Context: an optimization exercise on an open-source flow, tuned for small area, a short achievable clock period and few clock cycles per item. The choices shown serve that exercise and are no tape-out recipe. The RTL was checked by simulation tests, not by an equivalence proof against the original design. Power figures rest on the tool's default switching activity, not on a simulated workload.

==> branch harbor <==
==> flow/design.v <==
module bba_top (
    input  logic        clk,
    input  logic        rst_n,
    input  logic        start,
    input  logic        req_op,
    input  logic [13:0] req_blk,
    output logic        busy,
    input  logic        cfg_we,
    input  logic [13:0] cfg_wdata,
    output logic        done,
    output logic [1:0]  rsp_status,
    output logic [13:0] rsp_block,
    output logic [13:0] rsp_free
);
    localparam int NR = 65;    
    function automatic [NR-1:0] pfx_excl(input [NR-1:0] x);
        reg [NR-1:0] s;
        integer k;
        begin
            s = x;
            for (k = 0; k < 7; k = k + 1) s = s | (s << (1 << k));
            pfx_excl = s << 1;
        end
    endfunction
    function automatic [63:0] pfx64_excl(input [63:0] x);
        reg [63:0] s;
        integer k;
        begin
            s = x;
            for (k = 0; k < 6; k = k + 1) s = s | (s << (1 << k));
            pfx64_excl = s << 1;
        end
    endfunction
    function automatic two64(input [63:0] x);
        reg [63:0] a;
        reg [63:0] t;
        integer n;
        integer i;
        begin
            a = x;
            t = '0;
            for (n = 32; n >= 1; n = n / 2) begin
                for (i = 0; i < n; i = i + 1) begin
                    t[i] = t[2*i] | t[2*i+1] | (a[2*i] & a[2*i+1]);
                    a[i] = a[2*i] | a[2*i+1];
                end
            end
            two64 = t[0];
        end
    endfunction
    logic        r_v;
    logic        r_op;
    logic [13:0] r_blk;
    logic        r_inv;
    logic [64:0] rsel;
    logic        clr;
    logic [13:0] cfg_raw;
    logic [12:0] lim;
    assign busy = clr;
    always_ff @(posedge clk) begin
        r_op  <= req_op;
        r_blk <= req_blk;
        r_inv <= (req_blk == 14'd0) || (req_blk > {1'b0, lim});
        r_v   <= rst_n & start & ~clr;
        clr   <= ~rst_n | cfg_we;
        if (!rst_n)      cfg_raw <= 14'd8192;
        else if (cfg_we) cfg_raw <= cfg_wdata;
    end
    logic [12:0] fcnt;
    logic [63:0] z;
    logic [6:0]  cw;
    logic [NR-1:0] nw_oh;
    logic [NR-1:0] nw_oh_n;
    logic [NR-1:0] a_nw_n;
    logic [NR-1:0] a_nw;
    logic [NR-1:0] nf;
    logic [6:0]  nw_bin;
    logic        nw_v;
    logic        y_v;
    logic [6:0]  y_row;
    logic [63:0] y_data;
    logic [63:0] mem [1:63];
    logic        mem64;
    always_ff @(posedge clk) begin
        for (int w = 1; w < 64; w++) begin
            if (clr || (y_v && y_row == 7'(w))) mem[w] <= clr ? 64'd0 : y_data;
        end
        if (clr || (y_v && y_row == 7'd64)) mem64 <= clr ? 1'b0 : y_data[0];
    end
    logic [6:0]    fw;
    logic [5:0]    fb;
    logic [63:0]   fboh;
    logic [NR-1:0] fw_oh;
    logic [NR-1:0] cw_oh;
    logic          inv;
    logic          alloc_ok;
    logic          free_ok;
    assign fw = r_blk[12:6];
    assign fb = r_blk[5:0];
    always_comb begin
        for (int j = 0; j < 64; j++) fboh[j] = (fb == 6'(j));
        for (int w = 0; w < NR; w++) begin
            cw_oh[w] = (cw == 7'(w));
        end
    end
    assign inv      = r_inv;
    assign fw_oh    = rsel;
    always_comb begin
        for (int w = 0; w < NR - 1; w++) nw_oh[w] = a_nw[w + 1] & ~a_nw[w];
        nw_oh[NR-1] = nw_v & ~a_nw[NR-1];
    end
    logic [NR-1:0] sel_oh;
    logic [6:0]    sel_row;
    logic [63:0]   rd_raw;
    logic [63:0]   rd;
    always_comb begin
        sel_oh  = rsel;
        sel_row = r_op ? fw : nw_bin;
        rd_raw  = '0;
        for (int w = 1; w < 64; w++) rd_raw = rd_raw | (mem[w] & {64{sel_oh[w]}});
        rd_raw = rd_raw | ({{63{1'b1}}, mem64} & {64{sel_oh[64]}});
        rd     = (y_v && y_row == sel_row) ? y_data : rd_raw;
    end
    logic [63:0] zpre;
    logic [63:0] zoh;
    logic [63:0] zr;
    logic [5:0]  zidx;
    logic        zany;
    logic        fill;
    always_comb begin
        zpre = pfx64_excl(z);
        zoh  = z & ~zpre;
        zr   = z & ~zoh;
        zany = |z;
        fill = ~two64(z);
        for (int k = 0; k < 6; k++) begin
            zidx[k] = 1'b0;
            for (int j = 0; j < 64; j++) if ((j >> k) & 1) zidx[k] = zidx[k] | zoh[j];
        end
    end
    assign alloc_ok = r_v & ~r_op & zany;
    assign free_ok  = r_v & r_op & ~inv;
    logic [NR-1:0] sx;
    logic [NR-1:0] s_above;
    logic [NR-1:0] s_oh;
    logic [6:0]    s_bin;
    always_comb begin
        sx      = nf & a_nw;
        s_above = pfx_excl(sx);
        s_oh    = sx & ~s_above;
        for (int k = 0; k < 7; k++) begin
            s_bin[k] = 1'b0;
            for (int w = 0; w < NR; w++) if ((w >> k) & 1) s_bin[k] = s_bin[k] | s_oh[w];
        end
    end
    logic [12:0]   lim_c;
    logic [63:0]   z_init;
    logic [NR-1:0] nf_init;
    logic [63:0]   last_init;
    assign lim_c = (cfg_raw > 14'd4096) ? 13'd4096 : cfg_raw[12:0];
    always_comb begin
        for (int j = 0; j < 64; j++) begin
            z_init[j]    = (j != 0) && (13'(j) <= lim_c);
            last_init[j] = (6'(j) > lim_c[5:0]);
        end
        for (int w = 0; w < NR; w++) nf_init[w] = (w != 0) && (7'(w) <= lim_c[12:6]);
    end
    logic [12:0] fcnt_n;
    always_comb begin
        fcnt_n = fcnt;
        if (alloc_ok && fcnt != 13'd0) fcnt_n = fcnt - 13'd1;
        else if (free_ok && fcnt < lim) fcnt_n = fcnt + 13'd1;
    end
    logic fw_eq_cw;
    logic fw_lt_cw;
    logic fw_lt_nw;
    assign fw_eq_cw = zany && (fw == cw);
    assign fw_lt_cw = !zany || (fw < cw);
    assign fw_lt_nw = !nw_v || (fw < nw_bin);
    always_ff @(posedge clk) begin
        y_v <= 1'b0;
        if (clr) begin
            lim    <= lim_c;
            fcnt   <= lim_c;
            z      <= z_init;
            cw     <= 7'd0;
            nf     <= nf_init;
            nw_v   <= (lim_c[12:6] != 7'd0);
            a_nw   <= a_nw_n;
            nw_bin <= 7'd1;
            y_v    <= 1'b1;
            y_row  <= lim_c[12:6];
            y_data <= last_init;
        end else begin
            fcnt <= fcnt_n;
            if (alloc_ok) begin
                y_v    <= 1'b1;
                y_row  <= cw;
                y_data <= ~zr;
                if (fill) begin
                    cw     <= nw_bin;
                    z      <= nw_v ? ~rd : 64'd0;
                    nf     <= nf & ~cw_oh;
                    a_nw   <= a_nw_n;
                    nw_bin <= s_bin;
                    nw_v   <= |sx;
                end else begin
                    z <= zr;
                end
            end else if (free_ok) begin
                y_v <= 1'b1;
                nf  <= nf | fw_oh;
                if (fw_eq_cw) begin
                    z      <= z | fboh;
                    y_row  <= cw;
                    y_data <= ~(z | fboh);
                end else if (fw_lt_cw) begin
                    z      <= fboh;
                    cw     <= fw;
                    y_row  <= fw;
                    y_data <= ~fboh;
                    nw_v   <= zany;
                    a_nw   <= a_nw_n;
                    nw_bin <= cw;
                end else begin
                    y_row  <= fw;
                    y_data <= rd & ~fboh;
                    if (fw_lt_nw) begin
                        nw_v   <= 1'b1;
                        a_nw   <= a_nw_n;
                        nw_bin <= fw;
                    end
                end
            end
        end
    end
    always_comb begin
        nw_oh_n = nw_oh;
        a_nw_n  = a_nw;
        if (clr) begin
            nw_oh_n = (lim_c[12:6] != 7'd0) ? {{(NR-2){1'b0}}, 2'b10} : '0;
            a_nw_n  = (lim_c[12:6] != 7'd0) ? {{(NR-2){1'b1}}, 2'b00} : '0;
        end else if (alloc_ok) begin
            if (fill) begin
                nw_oh_n = s_oh;
                a_nw_n  = s_above;
            end
        end else if (free_ok) begin
            if (fw_eq_cw) begin
            end else if (fw_lt_cw) begin
                nw_oh_n = zany ? cw_oh : '0;
                a_nw_n  = zany ? pfx_excl(cw_oh) : '0;
            end else if (fw_lt_nw) begin
                nw_oh_n = fw_oh;
                a_nw_n  = pfx_excl(fw_oh);
            end
        end
    end
    always_ff @(posedge clk) begin
        for (int w = 0; w < NR; w++) rsel[w] <= req_op ? (req_blk[12:6] == 7'(w)) : nw_oh_n[w];
    end
    always_ff @(posedge clk) begin
        done       <= rst_n & r_v;
        rsp_status <= r_op ? (inv ? 2'd2 : 2'd0) : (zany ? 2'd0 : 2'd1);
        rsp_block  <= alloc_ok ? {1'b0, cw, zidx} : 14'd0;
        rsp_free   <= {1'b0, fcnt_n};
    end
endmodule
==> flow/flow/run.sh <==
#!/bin/bash
# Own flow: the standard layout (standard.sh, unchanged synthesis), with setup repair
# aimed below the clock period so the achieved period shrinks. Each ORFS step keeps its own
# log under orfs/logs; make's output goes to flow_make.log.
set -euo pipefail
cd "$(dirname "$0")/.."
bash standard.sh SETUP_SLACK_MARGIN=6.3 finish > flow_make.log 2>&1
==> flow/standard.sh <==
#!/bin/bash
# synth_recipe.tcl (not shown) runs the flow's synth.tcl, then flattens the netlist and writes it again
# the make line also repeats each setting of config.mk as NAME=value (left out here)
make -C /OpenROAD-flow-scripts/flow DESIGN_CONFIG=/design/flow/config.mk WORK_HOME=/design/flow/orfs CLKGATE_MAP_FILE= SYNTH_SCRIPT=/design/flow/synth_recipe.tcl "${@:-finish}"
==> flow/config.mk <==
export PLATFORM = sky130hd
export DESIGN_NAME = bba_top
export DESIGN_NICKNAME = bba_top
export VERILOG_FILES = /design/flow/design.v
export SDC_FILE = /design/flow/constraint.sdc
export NUM_CORES = 4
export LEC_CHECK = 0
export ABC_CLOCK_PERIOD_IN_PS = 3500
export CAP_MARGIN = 20
export CORE_MARGIN = 2
export CORE_UTILIZATION = 45
export SLEW_MARGIN = 20
==> flow/constraint.sdc <==
create_clock -name core_clock -period 10.0 [get_ports {clk}]
set_input_delay 2.0000 -clock core_clock [delete_from_list [all_inputs] [get_ports {clk}]]
set_output_delay 2.0000 -clock core_clock [all_outputs]
set_load 0.01 [all_outputs]
==> branch maple (differences from branch harbor) <==
--- a/flow/design.v
+++ b/flow/design.v
@@ -31,47 +31,25 @@
             pfx64_excl = s << 1;
         end
     endfunction
-    function automatic two64(input [63:0] x);
-        reg [63:0] a;
-        reg [63:0] t;
-        integer n;
-        integer i;
-        begin
-            a = x;
-            t = '0;
-            for (n = 32; n >= 1; n = n / 2) begin
-                for (i = 0; i < n; i = i + 1) begin
-                    t[i] = t[2*i] | t[2*i+1] | (a[2*i] & a[2*i+1]);
-                    a[i] = a[2*i] | a[2*i+1];
-                end
-            end
-            two64 = t[0];
-        end
-    endfunction
     logic        r_v;
     logic        r_op;
     logic [13:0] r_blk;
-    logic        r_inv;
-    logic [64:0] rsel;
     logic        clr;
     logic [13:0] cfg_raw;
-    logic [12:0] lim;
     assign busy = clr;
     always_ff @(posedge clk) begin
         r_op  <= req_op;
         r_blk <= req_blk;
-        r_inv <= (req_blk == 14'd0) || (req_blk > {1'b0, lim});
         r_v   <= rst_n & start & ~clr;
         clr   <= ~rst_n | cfg_we;
         if (!rst_n)      cfg_raw <= 14'd8192;
         else if (cfg_we) cfg_raw <= cfg_wdata;
     end
+    logic [12:0] lim;
     logic [12:0] fcnt;
     logic [63:0] z;
     logic [6:0]  cw;
     logic [NR-1:0] nw_oh;
-    logic [NR-1:0] nw_oh_n;
-    logic [NR-1:0] a_nw_n;
     logic [NR-1:0] a_nw;
     logic [NR-1:0] nf;
     logic [6:0]  nw_bin;
@@ -100,21 +78,17 @@
     always_comb begin
         for (int j = 0; j < 64; j++) fboh[j] = (fb == 6'(j));
         for (int w = 0; w < NR; w++) begin
+            fw_oh[w] = (fw == 7'(w));
             cw_oh[w] = (cw == 7'(w));
         end
     end
-    assign inv      = r_inv;
-    assign fw_oh    = rsel;
-    always_comb begin
-        for (int w = 0; w < NR - 1; w++) nw_oh[w] = a_nw[w + 1] & ~a_nw[w];
-        nw_oh[NR-1] = nw_v & ~a_nw[NR-1];
-    end
+    assign inv      = (r_blk == 14'd0) || (r_blk > {1'b0, lim});
     logic [NR-1:0] sel_oh;
     logic [6:0]    sel_row;
     logic [63:0]   rd_raw;
     logic [63:0]   rd;
     always_comb begin
-        sel_oh  = rsel;
+        sel_oh  = r_op ? fw_oh : nw_oh;
         sel_row = r_op ? fw : nw_bin;
         rd_raw  = '0;
         for (int w = 1; w < 64; w++) rd_raw = rd_raw | (mem[w] & {64{sel_oh[w]}});
@@ -132,7 +106,7 @@
         zoh  = z & ~zpre;
         zr   = z & ~zoh;
         zany = |z;
-        fill = ~two64(z);
+        fill = ~|zr;
         for (int k = 0; k < 6; k++) begin
             zidx[k] = 1'b0;
             for (int j = 0; j < 64; j++) if ((j >> k) & 1) zidx[k] = zidx[k] | zoh[j];
@@ -186,7 +160,8 @@
             cw     <= 7'd0;
             nf     <= nf_init;
             nw_v   <= (lim_c[12:6] != 7'd0);
-            a_nw   <= a_nw_n;
+            nw_oh  <= (lim_c[12:6] != 7'd0) ? {{(NR-2){1'b0}}, 2'b10} : '0;
+            a_nw   <= (lim_c[12:6] != 7'd0) ? {{(NR-2){1'b1}}, 2'b00} : '0;
             nw_bin <= 7'd1;
             y_v    <= 1'b1;
             y_row  <= lim_c[12:6];
@@ -201,7 +176,8 @@
                     cw     <= nw_bin;
                     z      <= nw_v ? ~rd : 64'd0;
                     nf     <= nf & ~cw_oh;
-                    a_nw   <= a_nw_n;
+                    nw_oh  <= s_oh;
+                    a_nw   <= s_above;
                     nw_bin <= s_bin;
                     nw_v   <= |sx;
                 end else begin
@@ -220,45 +196,22 @@
                     y_row  <= fw;
                     y_data <= ~fboh;
                     nw_v   <= zany;
-                    a_nw   <= a_nw_n;
+                    nw_oh  <= zany ? cw_oh : '0;
+                    a_nw   <= zany ? pfx_excl(cw_oh) : '0;
                     nw_bin <= cw;
                 end else begin
                     y_row  <= fw;
                     y_data <= rd & ~fboh;
                     if (fw_lt_nw) begin
                         nw_v   <= 1'b1;
-                        a_nw   <= a_nw_n;
+                        nw_oh  <= fw_oh;
+                        a_nw   <= pfx_excl(fw_oh);
                         nw_bin <= fw;
                     end
                 end
             end
         end
     end
-    always_comb begin
-        nw_oh_n = nw_oh;
-        a_nw_n  = a_nw;
-        if (clr) begin
-            nw_oh_n = (lim_c[12:6] != 7'd0) ? {{(NR-2){1'b0}}, 2'b10} : '0;
-            a_nw_n  = (lim_c[12:6] != 7'd0) ? {{(NR-2){1'b1}}, 2'b00} : '0;
-        end else if (alloc_ok) begin
-            if (fill) begin
-                nw_oh_n = s_oh;
-                a_nw_n  = s_above;
-            end
-        end else if (free_ok) begin
-            if (fw_eq_cw) begin
-            end else if (fw_lt_cw) begin
-                nw_oh_n = zany ? cw_oh : '0;
-                a_nw_n  = zany ? pfx_excl(cw_oh) : '0;
-            end else if (fw_lt_nw) begin
-                nw_oh_n = fw_oh;
-                a_nw_n  = pfx_excl(fw_oh);
-            end
-        end
-    end
-    always_ff @(posedge clk) begin
-        for (int w = 0; w < NR; w++) rsel[w] <= req_op ? (req_blk[12:6] == 7'(w)) : nw_oh_n[w];
-    end
     always_ff @(posedge clk) begin
         done       <= rst_n & r_v;
         rsp_status <= r_op ? (inv ? 2'd2 : 2'd0) : (zany ? 2'd0 : 2'd1);
==> flow/run.sh (new file) <==
#!/bin/bash
# synth_recipe.tcl (not shown) runs the flow's synth.tcl, then flattens the netlist and writes it again
# the make line also repeats each setting of config.mk as NAME=value (left out here)
make -C /OpenROAD-flow-scripts/flow DESIGN_CONFIG=/design/flow/config.mk WORK_HOME=/design/flow/orfs CLKGATE_MAP_FILE= SYNTH_SCRIPT=/design/flow/synth_recipe.tcl finish
--- a/flow/config.mk
+++ b/flow/config.mk
@@ -5,8 +5,7 @@
 export SDC_FILE = /design/flow/constraint.sdc
 export NUM_CORES = 4
 export LEC_CHECK = 0
-export ABC_CLOCK_PERIOD_IN_PS = 3500
 export CAP_MARGIN = 20
 export CORE_MARGIN = 2
-export CORE_UTILIZATION = 45
+export CORE_UTILIZATION = 40
 export SLEW_MARGIN = 20
removed: flow/flow/run.sh
removed: flow/standard.sh
==> branch umber (differences from branch harbor) <==
--- a/flow/design.v
+++ b/flow/design.v
@@ -53,39 +53,44 @@
     logic [13:0] r_blk;
     logic        r_inv;
     logic [64:0] rsel;
+    logic [64:0] rsel_n;      
     logic        clr;
-    logic [13:0] cfg_raw;
     logic [12:0] lim;
     assign busy = clr;
+    logic clr_d;
+    assign clr_d = ~rst_n | cfg_we;
     always_ff @(posedge clk) begin
         r_op  <= req_op;
         r_blk <= req_blk;
         r_inv <= (req_blk == 14'd0) || (req_blk > {1'b0, lim});
         r_v   <= rst_n & start & ~clr;
-        clr   <= ~rst_n | cfg_we;
-        if (!rst_n)      cfg_raw <= 14'd8192;
-        else if (cfg_we) cfg_raw <= cfg_wdata;
+        clr   <= clr_d;
+        if (!rst_n)      lim <= 13'd4096;
+        else if (cfg_we) lim <= (cfg_wdata > 14'd4096) ? 13'd4096 : cfg_wdata[12:0];
     end
     logic [12:0] fcnt;
     logic [63:0] z;
     logic [6:0]  cw;
     logic [NR-1:0] nw_oh;
     logic [NR-1:0] nw_oh_n;
-    logic [NR-1:0] a_nw_n;
-    logic [NR-1:0] a_nw;
-    logic [NR-1:0] nf;
+    logic [NR-1:0] nfa;
     logic [6:0]  nw_bin;
     logic        nw_v;
     logic        y_v;
     logic [6:0]  y_row;
+    logic        y_v_n;
+    logic [6:0]  y_row_n;
+    logic [7:0]  y_hi;        
+    logic [7:0]  y_lo;        
+    logic        y_64;        
     logic [63:0] y_data;
     logic [63:0] mem [1:63];
     logic        mem64;
     always_ff @(posedge clk) begin
         for (int w = 1; w < 64; w++) begin
-            if (clr || (y_v && y_row == 7'(w))) mem[w] <= clr ? 64'd0 : y_data;
-        end
-        if (clr || (y_v && y_row == 7'd64)) mem64 <= clr ? 1'b0 : y_data[0];
+            if (y_hi[w >> 3] && y_lo[w & 7]) mem[w] <= y_data;
+        end
+        if (y_64) mem64 <= y_data[0];
     end
     logic [6:0]    fw;
     logic [5:0]    fb;
@@ -106,8 +111,7 @@
     assign inv      = r_inv;
     assign fw_oh    = rsel;
     always_comb begin
-        for (int w = 0; w < NR - 1; w++) nw_oh[w] = a_nw[w + 1] & ~a_nw[w];
-        nw_oh[NR-1] = nw_v & ~a_nw[NR-1];
+        for (int w = 0; w < NR; w++) nw_oh[w] = nw_v && (nw_bin == 7'(w));
     end
     logic [NR-1:0] sel_oh;
     logic [6:0]    sel_row;
@@ -116,9 +120,13 @@
     always_comb begin
         sel_oh  = rsel;
         sel_row = r_op ? fw : nw_bin;
-        rd_raw  = '0;
-        for (int w = 1; w < 64; w++) rd_raw = rd_raw | (mem[w] & {64{sel_oh[w]}});
-        rd_raw = rd_raw | ({{63{1'b1}}, mem64} & {64{sel_oh[64]}});
+        rd_raw[31:0]  = {31'd0, mem64 & sel_oh[64]};
+        rd_raw[63:32] = '1;
+        for (int w = 1; w < 64; w++) begin
+            rd_raw[31:0]  = rd_raw[31:0] | (mem[w][31:0] & {32{sel_oh[w]}});
+            rd_raw[63:32] = rd_raw[63:32] & (mem[w][63:32] | {32{rsel_n[w]}});
+        end
+        rd_raw[31:1] = rd_raw[31:1] | {31{sel_oh[64]}};
         rd     = (y_v && y_row == sel_row) ? y_data : rd_raw;
     end
     logic [63:0] zpre;
@@ -140,14 +148,12 @@
     end
     assign alloc_ok = r_v & ~r_op & zany;
     assign free_ok  = r_v & r_op & ~inv;
-    logic [NR-1:0] sx;
     logic [NR-1:0] s_above;
     logic [NR-1:0] s_oh;
     logic [6:0]    s_bin;
     always_comb begin
-        sx      = nf & a_nw;
-        s_above = pfx_excl(sx);
-        s_oh    = sx & ~s_above;
+        s_above = pfx_excl(nfa);
+        s_oh    = nfa & ~s_above;
         for (int k = 0; k < 7; k++) begin
             s_bin[k] = 1'b0;
             for (int w = 0; w < NR; w++) if ((w >> k) & 1) s_bin[k] = s_bin[k] | s_oh[w];
@@ -155,15 +161,15 @@
     end
     logic [12:0]   lim_c;
     logic [63:0]   z_init;
-    logic [NR-1:0] nf_init;
+    logic [NR-1:0] nfa_init;
     logic [63:0]   last_init;
-    assign lim_c = (cfg_raw > 14'd4096) ? 13'd4096 : cfg_raw[12:0];
+    assign lim_c = lim;
     always_comb begin
         for (int j = 0; j < 64; j++) begin
             z_init[j]    = (j != 0) && (13'(j) <= lim_c);
             last_init[j] = (6'(j) > lim_c[5:0]);
         end
-        for (int w = 0; w < NR; w++) nf_init[w] = (w != 0) && (7'(w) <= lim_c[12:6]);
+        for (int w = 0; w < NR; w++) nfa_init[w] = (w >= 2) && (7'(w) <= lim_c[12:6]);
     end
     logic [12:0] fcnt_n;
     always_comb begin
@@ -174,90 +180,95 @@
     logic fw_eq_cw;
     logic fw_lt_cw;
     logic fw_lt_nw;
+    logic fw_gt_nw;
     assign fw_eq_cw = zany && (fw == cw);
     assign fw_lt_cw = !zany || (fw < cw);
     assign fw_lt_nw = !nw_v || (fw < nw_bin);
-    always_ff @(posedge clk) begin
-        y_v <= 1'b0;
+    assign fw_gt_nw = nw_v && (fw > nw_bin);
+    always_ff @(posedge clk) begin
+        y_data <= ~zr;
         if (clr) begin
-            lim    <= lim_c;
             fcnt   <= lim_c;
             z      <= z_init;
             cw     <= 7'd0;
-            nf     <= nf_init;
+            nfa    <= nfa_init;
             nw_v   <= (lim_c[12:6] != 7'd0);
-            a_nw   <= a_nw_n;
             nw_bin <= 7'd1;
-            y_v    <= 1'b1;
-            y_row  <= lim_c[12:6];
             y_data <= last_init;
         end else begin
             fcnt <= fcnt_n;
             if (alloc_ok) begin
-                y_v    <= 1'b1;
-                y_row  <= cw;
                 y_data <= ~zr;
                 if (fill) begin
                     cw     <= nw_bin;
                     z      <= nw_v ? ~rd : 64'd0;
-                    nf     <= nf & ~cw_oh;
-                    a_nw   <= a_nw_n;
+                    nfa    <= nfa & ~s_oh;
                     nw_bin <= s_bin;
-                    nw_v   <= |sx;
+                    nw_v   <= |nfa;
                 end else begin
                     z <= zr;
                 end
             end else if (free_ok) begin
-                y_v <= 1'b1;
-                nf  <= nf | fw_oh;
                 if (fw_eq_cw) begin
                     z      <= z | fboh;
-                    y_row  <= cw;
                     y_data <= ~(z | fboh);
                 end else if (fw_lt_cw) begin
                     z      <= fboh;
                     cw     <= fw;
-                    y_row  <= fw;
                     y_data <= ~fboh;
                     nw_v   <= zany;
-                    a_nw   <= a_nw_n;
+                    nfa    <= zany ? (nfa | nw_oh) : '0;
                     nw_bin <= cw;
                 end else begin
-                    y_row  <= fw;
                     y_data <= rd & ~fboh;
                     if (fw_lt_nw) begin
                         nw_v   <= 1'b1;
-                        a_nw   <= a_nw_n;
+                        nfa    <= nfa | nw_oh;
                         nw_bin <= fw;
+                    end else if (fw_gt_nw) begin
+                        nfa    <= nfa | fw_oh;
                     end
                 end
             end
         end
+        if (clr_d) y_data <= 64'd0;
     end
     always_comb begin
         nw_oh_n = nw_oh;
-        a_nw_n  = a_nw;
         if (clr) begin
             nw_oh_n = (lim_c[12:6] != 7'd0) ? {{(NR-2){1'b0}}, 2'b10} : '0;
-            a_nw_n  = (lim_c[12:6] != 7'd0) ? {{(NR-2){1'b1}}, 2'b00} : '0;
         end else if (alloc_ok) begin
-            if (fill) begin
-                nw_oh_n = s_oh;
-                a_nw_n  = s_above;
-            end
+            if (fill) nw_oh_n = s_oh;
         end else if (free_ok) begin
             if (fw_eq_cw) begin
             end else if (fw_lt_cw) begin
                 nw_oh_n = zany ? cw_oh : '0;
-                a_nw_n  = zany ? pfx_excl(cw_oh) : '0;
             end else if (fw_lt_nw) begin
                 nw_oh_n = fw_oh;
-                a_nw_n  = pfx_excl(fw_oh);
             end
         end
     end
     always_ff @(posedge clk) begin
-        for (int w = 0; w < NR; w++) rsel[w] <= req_op ? (req_blk[12:6] == 7'(w)) : nw_oh_n[w];
+        for (int w = 0; w < NR; w++) begin
+            rsel[w]   <= req_op ? (req_blk[12:6] == 7'(w)) : nw_oh_n[w];
+            rsel_n[w] <= ~(req_op ? (req_blk[12:6] == 7'(w)) : nw_oh_n[w]);
+        end
+    end
+    always_comb begin
+        y_v_n   = clr | alloc_ok | free_ok;
+        y_row_n = fw;
+        if (clr)           y_row_n = lim_c[12:6];
+        else if (alloc_ok) y_row_n = cw;
+        else if (fw_eq_cw) y_row_n = cw;
+    end
+    always_ff @(posedge clk) begin
+        y_v  <= y_v_n;
+        y_row <= y_row_n;
+        y_64 <= clr_d || (y_v_n && y_row_n[6]);
+        for (int i = 0; i < 8; i++) begin
+            y_hi[i] <= clr_d || (y_v_n && !y_row_n[6] && (y_row_n[5:3] == 3'(i)));
+            y_lo[i] <= clr_d || (y_row_n[2:0] == 3'(i));
+        end
     end
     always_ff @(posedge clk) begin
         done       <= rst_n & r_v;
==> flow/flow/run.sh (replaced) <==
#!/bin/bash
# Own flow: the standard layout (standard.sh, unchanged synthesis), with setup repair
# aimed below the clock period so the achieved period shrinks, and buf_4 as the port buffer
# (the default pick is a slow delay cell that repair never resizes). Each ORFS step keeps its own
# log under orfs/logs; make's output goes to flow_make.log.
set -euo pipefail
cd "$(dirname "$0")/.."
bash standard.sh SETUP_SLACK_MARGIN=6.4 "BUFFER_PORTS_ARGS=-buffer_cell sky130_fd_sc_hd__buf_4" finish > flow_make.log 2>&1
--- a/flow/config.mk
+++ b/flow/config.mk
@@ -10,3 +10,4 @@
 export CORE_MARGIN = 2
 export CORE_UTILIZATION = 45
 export SLEW_MARGIN = 20
+export TNS_END_PERCENT = 10
==> run summary <==
outcome finished clean; Largest regs mem: 4032 flops, rsel: 65 flops; final clock skew 87.0 ps; sequential cell area 133000 um2; final hold slack 524 ps; Comb group 3.89 mW; multi-input gates 5947; final net count 11800; Post-CTS Setup Bufs 83; Die X 628 um
(the above is from branch harbor)
==> run summary <==
multi-input combinational area share 19.5%; Largest regs mem: 4032 flops, nfa: 65 flops, rsel: 65 flops; sequential cell area 131000 um2; Multi-input gate area 38500 um2; final hold slack 459 ps; Comb group 3.10 mW; Die X 621 um; final clock skew 101 ps; non-clock inverter count in the final layout 71; outcome finished clean; Post-CTS Setup Bufs 70; multi-input gates 5865
(the above is from branch umber)
==> run summary <==
Worst R2R Start z[1]$_DFFE_PP_; final net count 11400; final cell count without fillers 17400; Post-CTS Setup Bufs 0; outcome finished clean; met2 WL 346000 um; final clock skew 83.3 ps; Final Power 43.0 mW; Largest regs mem: 4032 flops, nw_oh: 65 flops; sequential cell area 133000 um2; Die X 665 um; final hold slack 506 ps
(the above is from branch maple)
Testbench counts of branch harbor, summed over its fixed seeds: cycles 24,016, requests 24,000.
Testbench counts of branch maple, summed over its fixed seeds: cycles 24,016, requests 24,000.
Testbench counts of branch umber, summed over its fixed seeds: cycles 24,016, requests 24,000.

==> port drivers added, routing unchanged <==
In the flow no input, the clock included, has a driving cell. The finished layouts below were timed again as built, in two steps.
Step 1 assumes that a clkbuf_16 drives the clock port and a buf_2 every other input.
Step 2, shift: input delay + t, output delay - t, t = (earliest + latest rising clock arrival at the registers) / 2. This alone moves slack from input paths to output paths.
a / b / c = no drivers / after step 1 / after step 2; a / b = the first two.
| run | shift t [ns] | setup slack, ns | cell pins on the clock port's net |
|---|---|---|---|
| branch harbor | 1.115 | 6.056 / 6.056 / 5.134 | 1 |
| branch maple | 1.122 | 3.406 / 3.406 / 3.406 | 1 |
| branch umber | 1.150 | 6.028 / 6.028 / 5.581 | 1 |
After both steps setup and hold are still met in every run listed. The setup slack of branch harbor, which loses most, moves by 0.000 ns with the drivers and by -0.922 ns with both steps.
